Context: an optimization exercise on an open-source flow, tuned for small area and a short achievable clock period. The choices shown serve that exercise and are no tape-out recipe. Only simulation tests tie the RTL to the original design; equivalence was not proved.

==> flow/design.v (excerpt) <==
module event_core (
    input  logic                           clk_frame,
    input  logic                           rst,
    input  logic                           en,
    input  logic                           spawn_laser,
    input  logic [1:0]                     dir,
    input  logic                           spawn_object,
    input  logic [25-1:0]               spawn_data,
    output logic [16-1:0]            score,
    output logic                           all_clear,
    output logic                           game_over,
    output logic [3:0]                     object_count,
    output logic [14-1:0]               laser,
    output logic [8*25-1:0]    sorted_aliens   
);
export LEC_CHECK = 0
export ABC_CLOCK_PERIOD_IN_PS = 16000
export CAP_MARGIN = 20
export CORE_MARGIN = 2
export CORE_UTILIZATION = 32
export PLACE_DENSITY = 0.42
export SLEW_MARGIN = 20
create_clock -name core_clock -period 20.0 [get_ports {clk_frame}]
standard.sh (not shown) runs the stock make flow with config.mk's settings and CLKGATE_MAP_FILE= SYNTH_SCRIPT=/design/flow/synth_recipe.tcl, a recipe that flattens the netlist after the stock synthesis.
==> flow/flow/run.sh <==
#!/bin/bash
# Standard ORFS layout (standard synthesis, floorplan, place, CTS, route, finish) with
#  - a tighter setup-repair target: repair_timing aims for SETUP_SLACK_MARGIN of slack at
#    the design's clock period, so the resizer also speeds up paths that meet 20 ns;
#  - every port still buffered, with a plain buffer cell instead of a delay cell.
# The clock, SDC and every other setting stay the standard flow's. Make's output goes to flow_make.log,
# each ORFS step's log to orfs/logs/.
set -euo pipefail
cd "$(dirname "$0")/.."
MARGIN=$(cat flow/margin.txt)
bash standard.sh SETUP_SLACK_MARGIN="$MARGIN" \
    "BUFFER_PORTS_ARGS=-buffer_cell sky130_fd_sc_hd__buf_2" finish > flow_make.log 2>&1
==> flow/flow/margin.txt <==
14.8
The starting point produced a clean layout.
Then changed:
==> flow/flow/run.sh (replaced) <==
#!/bin/bash
set -euo pipefail
cd "$(dirname "$0")/.."
MARGIN=$(cat flow/margin.txt)
bash standard.sh SETUP_SLACK_MARGIN="$MARGIN" finish > flow_make.log 2>&1
==> flow/flow/margin.txt (replaced) <==
14.5
CORE_UTILIZATION = 45   (was 32)
PLACE_DENSITY = 0.6   (was 0.42)
The new run produced a clean layout; first-iteration DRC count goes up by 29%; die area goes down by 29%; routed wire length goes down by 9.5%; final area goes down by 3.3%; cell count goes down by 9.4%; synthesized area is unchanged; flip-flop and latch count is unchanged; global-route usage goes up by 11 points.

exp/yarrow:
event_core, a different RTL version from the one above (not shown whole).
For scale: ~400 flip-flops, ~270 I/O pins, roughly 0.031 mm² of cells after synthesis.
export LEC_CHECK = 0
export ABC_CLOCK_PERIOD_IN_PS = 16000
export CAP_MARGIN = 5
export CORE_MARGIN = 2
export CORE_UTILIZATION = 35
export CTS_BUF_LIST = sky130_fd_sc_hd__clkbuf_8
export PLACE_DENSITY = 0.45
export SLEW_MARGIN = 5
create_clock -name core_clock -period 20.0 [get_ports {clk_frame}]
==> flow/flow/run.sh <==
#!/bin/bash
# Standard ORFS layout (standard synthesis, floorplan, place, CTS, route, finish) with
#  - a tighter setup-repair target: repair_timing aims for SETUP_SLACK_MARGIN of slack at
#    the design's clock period, so the resizer also speeds up paths that meet 20 ns;
#  - every port still buffered, with a plain buffer cell instead of a delay cell.
# The clock, SDC and every other setting stay the standard flow's. Make's output goes to flow_make.log,
# each ORFS step's log to orfs/logs/.
set -euo pipefail
cd "$(dirname "$0")/.."
MARGIN=$(cat flow/margin.txt)
bash standard.sh SETUP_SLACK_MARGIN="$MARGIN" \
    "BUFFER_PORTS_ARGS=-buffer_cell sky130_fd_sc_hd__buf_1" finish > flow_make.log 2>&1
==> flow/flow/margin.txt <==
14.65
For exp/tundra, these inputs were changed with respect to exp/yarrow:
==> flow/config.mk <==
export PLATFORM = sky130hd
export DESIGN_NAME = event_core
export DESIGN_NICKNAME = event_core
export VERILOG_FILES = /design/flow/design.v
export SDC_FILE = /design/flow/constraint.sdc
export NUM_CORES = 4
export LEC_CHECK = 0
export ABC_CLOCK_PERIOD_IN_PS = 16000
export CAP_MARGIN = 20
export CORE_MARGIN = 2
export CORE_UTILIZATION = 42
export PLACE_DENSITY = 0.55
export SLEW_MARGIN = 20
Findings:
On multi-input gate area in the final layout: between exp/tundra and exp/yarrow, it ends up lower for exp/yarrow.
Relative area change from synthesis to final layout: exp/tundra > exp/yarrow
On die width: between exp/tundra and exp/yarrow, it ends up lower for exp/tundra.
Delta (exp/tundra minus exp/yarrow): wire length lost about 3%; final design area excluding fillers increased by 110 µm² relative to the old numbers.
Relative to exp/tundra, the following input files were edited for exp/violet:
==> flow/config.mk <==
export PLATFORM = sky130hd
export DESIGN_NAME = event_core
export DESIGN_NICKNAME = event_core
export VERILOG_FILES = /design/flow/design.v
export SDC_FILE = /design/flow/constraint.sdc
export NUM_CORES = 4
export LEC_CHECK = 0
export ABC_CLOCK_PERIOD_IN_PS = 16000
export CAP_MARGIN = 5
export CORE_MARGIN = 2
export CORE_UTILIZATION = 35
export CTS_BUF_LIST = sky130_fd_sc_hd__clkbuf_8
export GPL_TIMING_DRIVEN = 1
export PLACE_DENSITY = 0.45
export SLEW_MARGIN = 5
### Flow results
In the tables for exp/tundra and exp/violet, end-of-flow core utilization reads higher with exp/tundra. Sort exp/tundra and exp/violet by final cell count asc -> top: exp/tundra. In exp/violet, the critical path depth came out 3 below the value in exp/tundra.
### exp/violet -> exp/delta
==> flow/config.mk <==
export PLATFORM = sky130hd
export DESIGN_NAME = event_core
export DESIGN_NICKNAME = event_core
export VERILOG_FILES = /design/flow/design.v
export SDC_FILE = /design/flow/constraint.sdc
export NUM_CORES = 4
export LEC_CHECK = 0
export ABC_CLOCK_PERIOD_IN_PS = 16000
export CAP_MARGIN = 20
export CORE_MARGIN = 2
export CORE_UTILIZATION = 50
export PLACE_DENSITY = 0.62
export SLEW_MARGIN = 20
### Flow results
exp/delta went all the way through the flow, and no timing, DRC or antenna check failed.
| sequential share of layout area | exp/delta vs exp/violet | 0.33 points lower |
Cmp exp/delta and exp/violet / instance area after placement / higher: exp/violet
exp/violet has higher number of non-clock buffers than exp/delta.
On H-tree depth: exp/delta sits below exp/violet.
Summary of exp/delta over exp/violet: wire length of the first global-routing pass saw a decrease, hold slack saw an increase.
[inputs] exp/willow vs exp/delta
-- flow/config.mk --
<<< exp/delta, line 9
export CAP_MARGIN = 20
export CORE_MARGIN = 2
export CORE_UTILIZATION = 50
export PLACE_DENSITY = 0.62
export SLEW_MARGIN = 20
>>> exp/willow, line 9
export CAP_MARGIN = 20
export CORE_MARGIN = 2
export CORE_UTILIZATION = 35
export CTS_BUF_LIST = sky130_fd_sc_hd__clkbuf_4
export PLACE_DENSITY = 0.45
export SLEW_MARGIN = 20
Results
- Diff exp/delta -> exp/willow | number of core rows | up by more than 10%
- exp/delta vs exp/willow, critical path class: input port to register vs register to output pin
- exp/delta and exp/willow ended up with nearly the same setup slack of the most critical reg-to-reg path.
- In exp/willow relative to exp/delta, cell count had gone up by a little under 10%.
- Going from exp/delta to exp/willow, count of vias placed by the detailed router shrank by a few percent.
- Between exp/delta and exp/willow, the utilization is higher for exp/delta.
- On total detailed-routing wirelength, exp/delta and exp/willow are neck and neck.
- Going from exp/delta to exp/willow, the final critical delay including setup and external delays was found to have gone up by 0.14 ns.
- Taking exp/delta over exp/willow, the number of instances in the placed design ratio works out to 0.925.
- The wire length of the first global-routing pass reported for exp/willow is greater than that of exp/delta by 0.92%.
[inputs] exp/zinc vs exp/willow
-- flow/config.mk --
<<< exp/willow, line 9
export CAP_MARGIN = 20
export CORE_MARGIN = 2
export CORE_UTILIZATION = 35
export CTS_BUF_LIST = sky130_fd_sc_hd__clkbuf_4
export PLACE_DENSITY = 0.45
export SLEW_MARGIN = 20
>>> exp/zinc, line 9
export CAP_MARGIN = 20
export CORE_MARGIN = 2
export CORE_UTILIZATION = 42
export CTS_BUF_LIST = sky130_fd_sc_hd__clkbuf_8
export PLACE_DENSITY = 0.55
export SLEW_MARGIN = 20
## What came out
- Taking exp/willow as the reference, in exp/zinc net total in the final layout went down; quantity of gates resized following cts went down.
- Of exp/zinc and exp/willow, it is exp/zinc that has the higher routed length on met3.

Starting RTL as in the previous note.
export LEC_CHECK = 0
export ABC_CLOCK_PERIOD_IN_PS = 16000
export CAP_MARGIN = 20
export CORE_MARGIN = 2
export CORE_UTILIZATION = 35
export CTS_BUF_LIST = sky130_fd_sc_hd__clkbuf_8
export PLACE_DENSITY = 0.45
export SLEW_MARGIN = 20
create_clock -name core_clock -period 20.0 [get_ports {clk_frame}]
Scripts as last shown in full above: flow/flow/run.sh, flow/flow/margin.txt
The starting point completed without violations.
Next try:
--- a/flow/flow/run.sh
+++ b/flow/flow/run.sh
@@ -12 +12 @@
-    "BUFFER_PORTS_ARGS=-buffer_cell sky130_fd_sc_hd__buf_1" finish > flow_make.log 2>&1
+    "BUFFER_PORTS_ARGS=-buffer_cell sky130_fd_sc_hd__buf_2" finish > flow_make.log 2>&1
--- a/flow/config.mk
+++ b/flow/config.mk
@@ -12 +11,0 @@
-export CTS_BUF_LIST = sky130_fd_sc_hd__clkbuf_8
After rerunning:
- The new run ran to the end with no violations
- clock-buffer cell count shrinks by 21
- register-to-register slack is worse by 20 ps
- design area rose by 1.6%
- utilization increases by 0.66 points

Another version of the RTL of event_core (not shown whole).
For scale: about 400 flip-flops, ~270 I/O pins.
==> flow/design.v (excerpt) <==
module event_core (
    input  logic                           clk_frame,
    input  logic                           rst,
    input  logic                           en,
    input  logic                           spawn_laser,
    input  logic [1:0]                     dir,
    input  logic                           spawn_object,
    input  logic [25-1:0]               spawn_data,
    output logic [16-1:0]            score,
    output logic                           all_clear,
    output logic                           game_over,
    output logic [3:0]                     object_count,
    output logic [14-1:0]               laser,
    output logic [8*25-1:0]    sorted_aliens   
);
    logic                        move, anim, die, swing, odd;
    logic [8-1:0]       hit_me;
    logic [8*22-1:0] slots;
    frame_control frame_control_inst (
        .clk_frame (clk_frame),
        .rst       (rst),
        .en        (en),
        .move      (move),
        .anim      (anim),
        .die       (die),
        .swing     (swing),
        .odd       (odd)
    );
    alien_table alien_table_inst (
        .clk_frame    (clk_frame),
        .rst          (rst),
        .en           (en),
        .move         (move),
        .anim         (anim),
        .die          (die),
        .swing        (swing),
        .odd          (odd),
        .spawn_object (spawn_object),
  ...
==> flow/config.mk <==
export PLATFORM = sky130hd
export DESIGN_NAME = event_core
export DESIGN_NICKNAME = event_core
export VERILOG_FILES = /design/flow/design.v
export SDC_FILE = /design/flow/constraint.sdc
export NUM_CORES = 4
export LEC_CHECK = 0
export ABC_CLOCK_PERIOD_IN_PS = 16000
export CAP_MARGIN = 20
export CORE_MARGIN = 2
export CORE_UTILIZATION = 35
export CTS_CLUSTER_DIAMETER = 80
export CTS_CLUSTER_SIZE = 20
export PLACE_DENSITY = 0.45
export SLEW_MARGIN = 20
==> flow/constraint.sdc <==
create_clock -name core_clock -period 20.0 [get_ports {clk_frame}]
set_input_delay 4.0000 -clock core_clock [delete_from_list [all_inputs] [get_ports {clk_frame}]]
set_output_delay 4.0000 -clock core_clock [all_outputs]
set_load 0.01 [all_outputs]
==> flow/flow/run.sh <==
#!/bin/bash
# Standard ORFS layout (standard synthesis, floorplan, place, CTS, route, finish) with
#  - a tighter setup-repair target: repair_timing aims for SETUP_SLACK_MARGIN of slack at
#    the design's clock period, so the resizer also speeds up paths that meet 20 ns;
#  - every port still buffered, with a plain buffer cell instead of a delay cell.
# The clock, SDC and every other setting stay the standard flow's. Make's output goes to flow_make.log,
# each ORFS step's log to orfs/logs/.
set -euo pipefail
cd "$(dirname "$0")/.."
MARGIN=$(cat flow/margin.txt)
bash standard.sh SETUP_SLACK_MARGIN="$MARGIN" \
    "BUFFER_PORTS_ARGS=-buffer_cell sky130_fd_sc_hd__buf_2" finish > flow_make.log 2>&1
Scripts as last shown in full above: flow/flow/margin.txt
Rerun with:
--- a/flow/config.mk
+++ b/flow/config.mk
@@ -10,6 +10,4 @@
 export CORE_MARGIN = 2
 export CORE_UTILIZATION = 35
-export CTS_CLUSTER_DIAMETER = 80
-export CTS_CLUSTER_SIZE = 20
 export PLACE_DENSITY = 0.45
 export SLEW_MARGIN = 20
Effect: Wire length stays flat. Sequential share of layout area went down by 0.14 points. Worst setup slack improves by 0.052 ns. Count of clock-buffer cells in the layout went up by 24. Final cell count went up slightly.

Another version of the RTL of event_core (not shown whole).
Size: ~4300 cells after synthesis, roughly 430 flip-flops.
Design event_core, start of the top module:
module event_core (
    input  logic                           clk_frame,
    input  logic                           rst,
    input  logic                           en,
    input  logic                           spawn_laser,
    input  logic [1:0]                     dir,
    input  logic                           spawn_object,
    input  logic [25-1:0]               spawn_data,
    output logic [16-1:0]            score,
    output logic                           all_clear,
    output logic                           game_over,
    output logic [3:0]                     object_count,
    output logic [14-1:0]               laser,
    output logic [8*25-1:0]    sorted_aliens   
);
Settings: LEC_CHECK=0, ABC_CLOCK_PERIOD_IN_PS=16000, CAP_MARGIN=20, CORE_MARGIN=2, CORE_UTILIZATION=25, PLACE_DENSITY=0.35, SETUP_SLACK_MARGIN=0.2, SLEW_MARGIN=20; clock period 20.0 ns.
run.sh (not shown) runs the stock make flow with config.mk's settings and CLKGATE_MAP_FILE= SYNTH_SCRIPT=/design/flow/synth_recipe.tcl, a recipe that flattens the netlist after the stock synthesis.
Stock flow here: none of the scripts above is used.
==> next run, changes <==
==> flow/flow/run.sh (new file) <==
#!/bin/bash
set -euo pipefail
cd "$(dirname "$0")/.."
MARGIN=$(cat flow/margin.txt)
bash standard.sh SETUP_SLACK_MARGIN="$MARGIN" finish > flow_make.log 2>&1
==> flow/flow/margin.txt (new file) <==
14.5
==> flow/standard.sh (new file) <==
#!/bin/bash
# synth_recipe.tcl (not shown) runs the flow's synth.tcl, then flattens the netlist and writes it again
# the make line also repeats each setting of config.mk as NAME=value (left out here)
make -C /OpenROAD-flow-scripts/flow DESIGN_CONFIG=/design/flow/config.mk WORK_HOME=/design/flow/orfs CLKGATE_MAP_FILE= SYNTH_SCRIPT=/design/flow/synth_recipe.tcl "${@:-finish}"
SETUP_SLACK_MARGIN = unset   (was 0.2)
removed: flow/run.sh
Result: The changed run completed without violations; die area does not change; clock-buffer cell count falls by 3; critical path depth falls by 1; cell count increases by 0.40%; synthesized area is unchanged; wire length climbs by 1.1%; worst setup slack is better by 1700 ps.

static timing again, ports no longer ideal:
The results above use ideal ports. As a check the final layouts listed here were re-extracted and re-timed, cells and wires unchanged. Step 1, drivers: a clkbuf_16 drives clk_frame and a buf_2 each remaining input, both assumed. Step 2 moves the port delays by t, midway between the first and last clock arrival at a register: inputs arrive t later, outputs are due t later. That takes back most of the time a late clock gives input paths. a / b / c = ideal ports / drivers / drivers and shift; a / b = the first two.
run | t, ns | setup slack, ns | clock arrival spread, ns | pins driven straight from the clock port
the first run of note 1 | 0.756 | 14.575 / 14.506 / 14.019 | 0.073 / 0.073 | 1
the second run of note 1 | 0.697 | 14.388 / 14.388 / 13.803 | 0.034 / 0.034 | 1
exp/yarrow | 0.786 | 14.623 / 14.563 / 13.870 | 0.043 / 0.043 | 1
exp/tundra | 0.691 | 14.621 / 14.630 / 13.977 | 0.029 / 0.029 | 1
exp/violet | 0.786 | 14.623 / 14.563 / 13.870 | 0.043 / 0.043 | 1
exp/delta | 0.685 | 14.525 / 14.544 / 13.859 | 0.040 / 0.040 | 1
exp/willow | 1.036 | 14.388 / 14.318 / 13.683 | 0.097 / 0.098 | 1
exp/zinc | 0.752 | 14.658 / 14.622 / 13.933 | 0.041 / 0.041 | 1
the first run of note 3 | 0.784 | 14.639 / 14.578 / 13.866 | 0.040 / 0.040 | 1
the second run of note 3 | 0.744 | 14.663 / 14.589 / 14.019 | 0.055 / 0.055 | 1
the first run of note 4 | 0.669 | 14.609 / 14.614 / 13.945 | 0.046 / 0.046 | 1
the second run of note 4 | 0.695 | 14.661 / 14.624 / 13.973 | 0.019 / 0.019 | 1
the first run of note 5 | 0.772 | 12.805 / 12.708 / 11.936 | 0.032 / 0.032 | 1
the second run of note 5 | 0.768 | 14.526 / 14.484 / 13.796 | 0.029 / 0.029 | 1
After both steps every run listed still meets setup and hold. The setup slack of the first run of note 5, which loses most, moves by -0.097 ns with the drivers and by -0.869 ns with both steps.
